This design comes from an exercise in tuning for small area on the open sky130 flow, not from production work. Only simulation tests tie the RTL to the original design; equivalence was not proved. Power figures rest on the tool's default switching activity, not on a simulated workload.

## axi_mem
module axi_mem (
  input  wire        aclk,
  input  wire        arstn,
  input  wire [3:0]  arid,
  input  wire [31:0] araddr,
  input  wire [3:0]  arlen,
  input  wire [2:0]  arsize,
  input  wire        arvalid,
  output wire        arready,
  input  wire [3:0]  awid,
  input  wire [31:0] awaddr,
  input  wire [3:0]  awlen,
  input  wire [2:0]  awsize,
  input  wire        awvalid,
  output wire        awready,
  input  wire [31:0] wdata,
  input  wire [3:0]  wstrb,
  input  wire        wlast,
  input  wire        wvalid,
  output wire        wready,
  output wire [3:0]  rid,
  output wire [31:0] rdata,
  output wire [1:0]  rresp,
  output wire        rlast,
  output wire        rvalid,
  input  wire        rready,
  output wire [3:0]  bid,
  output wire [1:0]  bresp,
  output wire        bvalid,
  input  wire        bready
);
  logic       rd_busy;
  logic [3:0] rd_rem;      
  logic [3:0] rd_id;
  logic [6:0] rd_lo;
  logic [1:0] rd_sz;
  logic       rd_in_hi, rd_wrap_hi;
  logic       rd_err;      
  logic       rd_hold;
  logic [31:0] rd_hold_q;
  wire ar_hs = arvalid && !rd_busy;
  wire r_hs  = rd_busy && rready;
  wire rd_last = rd_rem == 4'd0;
  wire rd_adv  = r_hs && !rd_last;
  wire [7:0] rd_sum   = {1'b0, rd_lo} + (8'd1 << rd_sz);
  wire [6:0] rd_lo_n  = ar_hs ? araddr[6:0] : rd_sum[6:0];
  ...
Size in the first run: roughly 2000 cells after synthesis, roughly 180 I/O pins, ~0.039 sq mm of cells after synthesis.
==> module axi_mem, before the edit <==
module axi_mem (
  input  wire        aclk,
  input  wire        arstn,
  input  wire [3:0]  arid,
  input  wire [31:0] araddr,
  input  wire [3:0]  arlen,
  input  wire [2:0]  arsize,
  input  wire        arvalid,
  output wire        arready,
  input  wire [3:0]  awid,
  input  wire [31:0] awaddr,
  input  wire [3:0]  awlen,
  input  wire [2:0]  awsize,
  input  wire        awvalid,
  output wire        awready,
  input  wire [31:0] wdata,
  input  wire [3:0]  wstrb,
  input  wire        wlast,
  input  wire        wvalid,
  output wire        wready,
  output wire [3:0]  rid,
  output wire [31:0] rdata,
  output wire [1:0]  rresp,
  output wire        rlast,
  output wire        rvalid,
  input  wire        rready,
  output wire [3:0]  bid,
  output wire [1:0]  bresp,
  output wire        bvalid,
  input  wire        bready
);
  logic       rd_busy;
  logic [3:0] rd_rem;      
  logic [3:0] rd_id;
  logic [6:0] rd_lo;
  logic [1:0] rd_sz;
  logic       rd_in_hi, rd_wrap_hi;
  logic       rd_err;      
  logic       rd_hold;
  logic [31:0] rd_hold_q;
  wire ar_hs = arvalid && !rd_busy;
  wire r_hs  = rd_busy && rready;
  wire rd_last = rd_rem == 4'd0;
  wire rd_adv  = r_hs && !rd_last;
  wire [7:0] rd_sum   = {1'b0, rd_lo} + (8'd1 << rd_sz);
  wire [6:0] rd_lo_n  = ar_hs ? araddr[6:0] : rd_sum[6:0];
  wire [1:0] rd_sz_n  = ar_hs ? arsize[1:0] : rd_sz;
  wire       rd_ok_sz = arsize <= 3'd2;
  wire       rd_in_n  = ar_hs ? rd_ok_sz && araddr[31:7] == 25'd0 :
                        rd_sum[7] ? rd_wrap_hi : rd_in_hi;
  wire       rd_err_n = !rd_in_n || (rd_sz_n[0] && rd_lo_n == 7'h7f) ||
                        (rd_sz_n[1] && rd_lo_n[6:2] == 5'h1f && rd_lo_n[1:0] != 2'b00);
  always_ff @(posedge aclk or negedge arstn) begin
    if (!arstn) rd_busy <= 1'b0;
    else if (ar_hs) rd_busy <= 1'b1;
    else if (r_hs && rd_last) rd_busy <= 1'b0;
  end
  always_ff @(posedge aclk) begin
    if (ar_hs) begin
      rd_rem     <= arlen;
      rd_id      <= arid;
      rd_sz      <= arsize[1:0];
      rd_wrap_hi <= rd_ok_sz && &araddr[31:7];
    end else if (rd_adv) begin
      rd_rem <= rd_rem - 4'd1;
    end
    if (ar_hs || rd_adv) begin
      rd_lo    <= rd_lo_n;
      rd_in_hi <= rd_in_n;
      rd_err   <= rd_err_n;
    end
  end
  logic       wr_busy;     
  logic       wr_resp;     
  logic [3:0] wr_rem;
  logic [3:0] wr_id;
  logic [6:0] wr_lo;
  logic [1:0] wr_sz;
  logic       wr_in_hi, wr_wrap_hi;
  logic       wr_bad;      
  wire aw_hs = awvalid && !wr_busy && !wr_resp;
  wire w_hs  = wvalid && wr_busy;
  wire b_hs  = wr_resp && bready;
  wire wr_last = wr_rem == 4'd0;
  wire wr_err  = !wr_in_hi || (wr_sz[0] && wr_lo == 7'h7f) ||
                 (wr_sz[1] && wr_lo[6:2] == 5'h1f && wr_lo[1:0] != 2'b00);
  wire [7:0] wr_next = {1'b0, wr_lo} + (8'd1 << wr_sz);
  always_ff @(posedge aclk or negedge arstn) begin
    if (!arstn) begin
      wr_busy <= 1'b0;
      wr_resp <= 1'b0;
    end else begin
      if (aw_hs) wr_busy <= 1'b1;
      else if (w_hs && wr_last) wr_busy <= 1'b0;
      if (w_hs && wr_last) wr_resp <= 1'b1;
      else if (b_hs) wr_resp <= 1'b0;
    end
  end
  always_ff @(posedge aclk) begin
    if (aw_hs) begin
      wr_rem     <= awlen;
      wr_id      <= awid;
      wr_lo      <= awaddr[6:0];
      wr_sz      <= awsize[1:0];
      wr_in_hi   <= awsize <= 3'd2 && awaddr[31:7] == 25'd0;
      wr_wrap_hi <= awsize <= 3'd2 && &awaddr[31:7];
      wr_bad     <= 1'b0;
    end else if (w_hs) begin
      wr_bad <= wr_bad || wr_err || (wlast != wr_last);
      if (!wr_last) begin
        wr_rem <= wr_rem - 4'd1;
        wr_lo  <= wr_next[6:0];
        if (wr_next[7]) wr_in_hi <= wr_wrap_hi;
      end
    end
  end
  logic [3:0] wr_size_mask, wr_lanes;
  always_comb begin
    case (wr_sz)
      2'd0:    wr_size_mask = 4'b0001;
      2'd1:    wr_size_mask = 4'b0011;
      default: wr_size_mask = 4'b1111;
    endcase
  end
  assign wr_lanes = wr_size_mask << wr_lo[1:0];
  wire [3:0] wr_be = {4{w_hs && !wr_err}} & wr_lanes & wstrb;
  logic [31:0] src [33];
  logic [32:0] src_sel;
  logic [31:0] grp_n [11];
  always_ff @(posedge aclk) begin
    rd_hold   <= rd_busy && !rready;
    rd_hold_q <= rdata;
  end
  wire rd_live = !rd_hold && !rd_err;
  assign src[32]     = rd_hold_q;
  assign src_sel[32] = rd_hold;
  for (genvar j = 0; j < 32; j++) begin : g_word
    wire wsel = wr_lo[6:2] == j;
    logic [31:0] word;
    for (genvar i = 0; i < 4; i++) begin : g_lane
      always_ff @(posedge aclk) begin
        if (wsel && wr_be[i]) word[8*i +: 8] <= wdata[8*i +: 8];
      end
    end
    assign src[j]     = word;
    assign src_sel[j] = rd_live && rd_lo[6:2] == j;
  end
  for (genvar g = 0; g < 11; g++) begin : g_grp
    for (genvar b = 0; b < 32; b++) begin : g_bit
      axi_mem_aoi222 u_aoi (
        .s (src_sel[3*g +: 3]),
        .d ({src[3*g+2][b], src[3*g+1][b], src[3*g][b]}),
        .y_n (grp_n[g][b])
      );
    end
  end
  logic [31:0] rd_word;
  always_comb begin
    rd_word = '0;
    for (int g = 0; g < 11; g++) rd_word = rd_word | ~grp_n[g];
  end
  assign arready = !rd_busy;
  assign rvalid  = rd_busy;
  assign rid     = rd_id;
  assign rdata   = rd_word;
  assign rresp   = {rd_err, 1'b0};
  assign rlast   = rd_last;
  assign awready = !wr_busy && !wr_resp;
  assign wready  = wr_busy;
  assign bvalid  = wr_resp;
  assign bid     = wr_id;
  assign bresp   = {wr_bad, 1'b0};
endmodule
Settings: LEC_CHECK=0, CAP_MARGIN=20, CORE_MARGIN=2, CORE_UTILIZATION=70, PLACE_DENSITY=0.8, SLEW_MARGIN=20, SYNTH_HIERARCHICAL=1; clock period 6.0 ns.
standard.sh (not shown) runs the stock make flow with config.mk's settings and CLKGATE_MAP_FILE= SYNTH_SCRIPT=/design/flow/synth_recipe.tcl, a recipe that flattens the netlist after the stock synthesis.
==> flow/flow/run.sh <==
#!/bin/bash
# Standard ORFS layout with buf_1 port buffers and a clock tree of larger
# sink clusters without dummy loads.
set -euo pipefail
export BUFFER_PORTS_ARGS="-buffer_cell sky130_fd_sc_hd__buf_1"
export CTS_ARGS="-sink_clustering_enable -repair_clock_nets -dont_use_dummy_load -sink_clustering_size 28 -sink_clustering_max_diameter 80"
bash standard.sh > standard.log 2>&1
Rerun with:
--- a/flow/design.v
+++ b/flow/design.v
@@ -127,4 +127,8 @@
   assign wr_lanes = wr_size_mask << wr_lo[1:0];
   wire [3:0] wr_be = {4{w_hs && !wr_err}} & wr_lanes & wstrb;
+  logic [3:0] wr_be_hi_n [8];
+  for (genvar k = 0; k < 8; k++) begin : g_be_hi
+    assign wr_be_hi_n[k] = ~({4{wr_lo[6:4] == k}} & wr_be);
+  end
   logic [31:0] src [33];
   logic [32:0] src_sel;
@@ -138,11 +142,21 @@
   assign src_sel[32] = rd_hold;
   for (genvar j = 0; j < 32; j++) begin : g_word
-    wire wsel = wr_lo[6:2] == j;
-    logic [31:0] word;
-    for (genvar i = 0; i < 4; i++) begin : g_lane
-      always_ff @(posedge aclk) begin
-        if (wsel && wr_be[i]) word[8*i +: 8] <= wdata[8*i +: 8];
-      end
-    end
+    wire wsel_n = wr_lo[3:2] != j % 4;
+    logic [3:0] we;
+    for (genvar i = 0; i < 4; i++) begin : g_we
+      axi_mem_nor2 u_we (.a_n (wsel_n), .b_n (wr_be_hi_n[j/4][i]), .y (we[i]));
+    end
+    wire [3:0] we_n = ~we;
+    logic [31:0] word, word_d;
+    for (genvar b = 0; b < 32; b++) begin : g_bit
+      axi_mem_a22o u_next (
+        .q    (word[b]),
+        .keep (we_n[b/8]),
+        .d    (wdata[b]),
+        .load (we[b/8]),
+        .y    (word_d[b])
+      );
+    end
+    always_ff @(posedge aclk) word <= word_d;
     assign src[j]     = word;
     assign src_sel[j] = rd_live && rd_lo[6:2] == j;
@@ -181,3 +195,19 @@
   assign y_n = ~|(s & d);
 endmodule
+module axi_mem_a22o (
+  input  wire q,
+  input  wire keep,
+  input  wire d,
+  input  wire load,
+  output wire y
+);
+  assign y = (q & keep) | (d & load);
+endmodule
+module axi_mem_nor2 (
+  input  wire a_n,
+  input  wire b_n,
+  output wire y
+);
+  assign y = ~(a_n | b_n);
+endmodule
 `default_nettype wire
The new run finished clean.
Setup slack is worse by 0.32 ns.
Area after synthesis goes down by 2.5%.
Combinational power came out higher by 49%.
First-iteration DRC count rises by 8.1%.
Routed wire length climbs by 20%.
Sequential share of layout area goes down by 23 points.
Design area drops by 2.2%.
Hold slack gets worse by 0.087 ns.
Non-clock buffer count drops by 7.
Clock power rises by about 2%.
Clock skew drops by 0.019 ns.
Register-to-register slack gets worse by 0.05 ns.
Final cell count went up by 36%.

[afterwards: timing with drivers on the ports]
The flow's constraints put no driver on any port. The routed layouts listed below were extracted and timed again, unchanged, in two steps. Step 1 assumes that a clkbuf_16 drives the clock port and a buf_2 every other input. Step 2 adds t to the input delays and takes it off the output delays; t is the mean of the earliest and latest rising clock arrival at the registers after step 1. Input paths then give back, and output paths get back, about the clock's delay inside the block. Slacks: ideal / step 1 / step 2; pairs: ideal / step 1.
run | shift t [ns] | setup WS [ns] | hold slack, ns | clock arrival spread, ns
the first run | 0.666 | 0.678 / 0.618 / 1.284 | 0.487 / 0.451 / 0.499 | 0.062 / 0.062
the second run | 0.687 | 0.359 / 0.290 / 0.977 | 0.400 / 0.352 / 0.487 | 0.046 / 0.046
After both steps setup and hold are still met in every run listed.
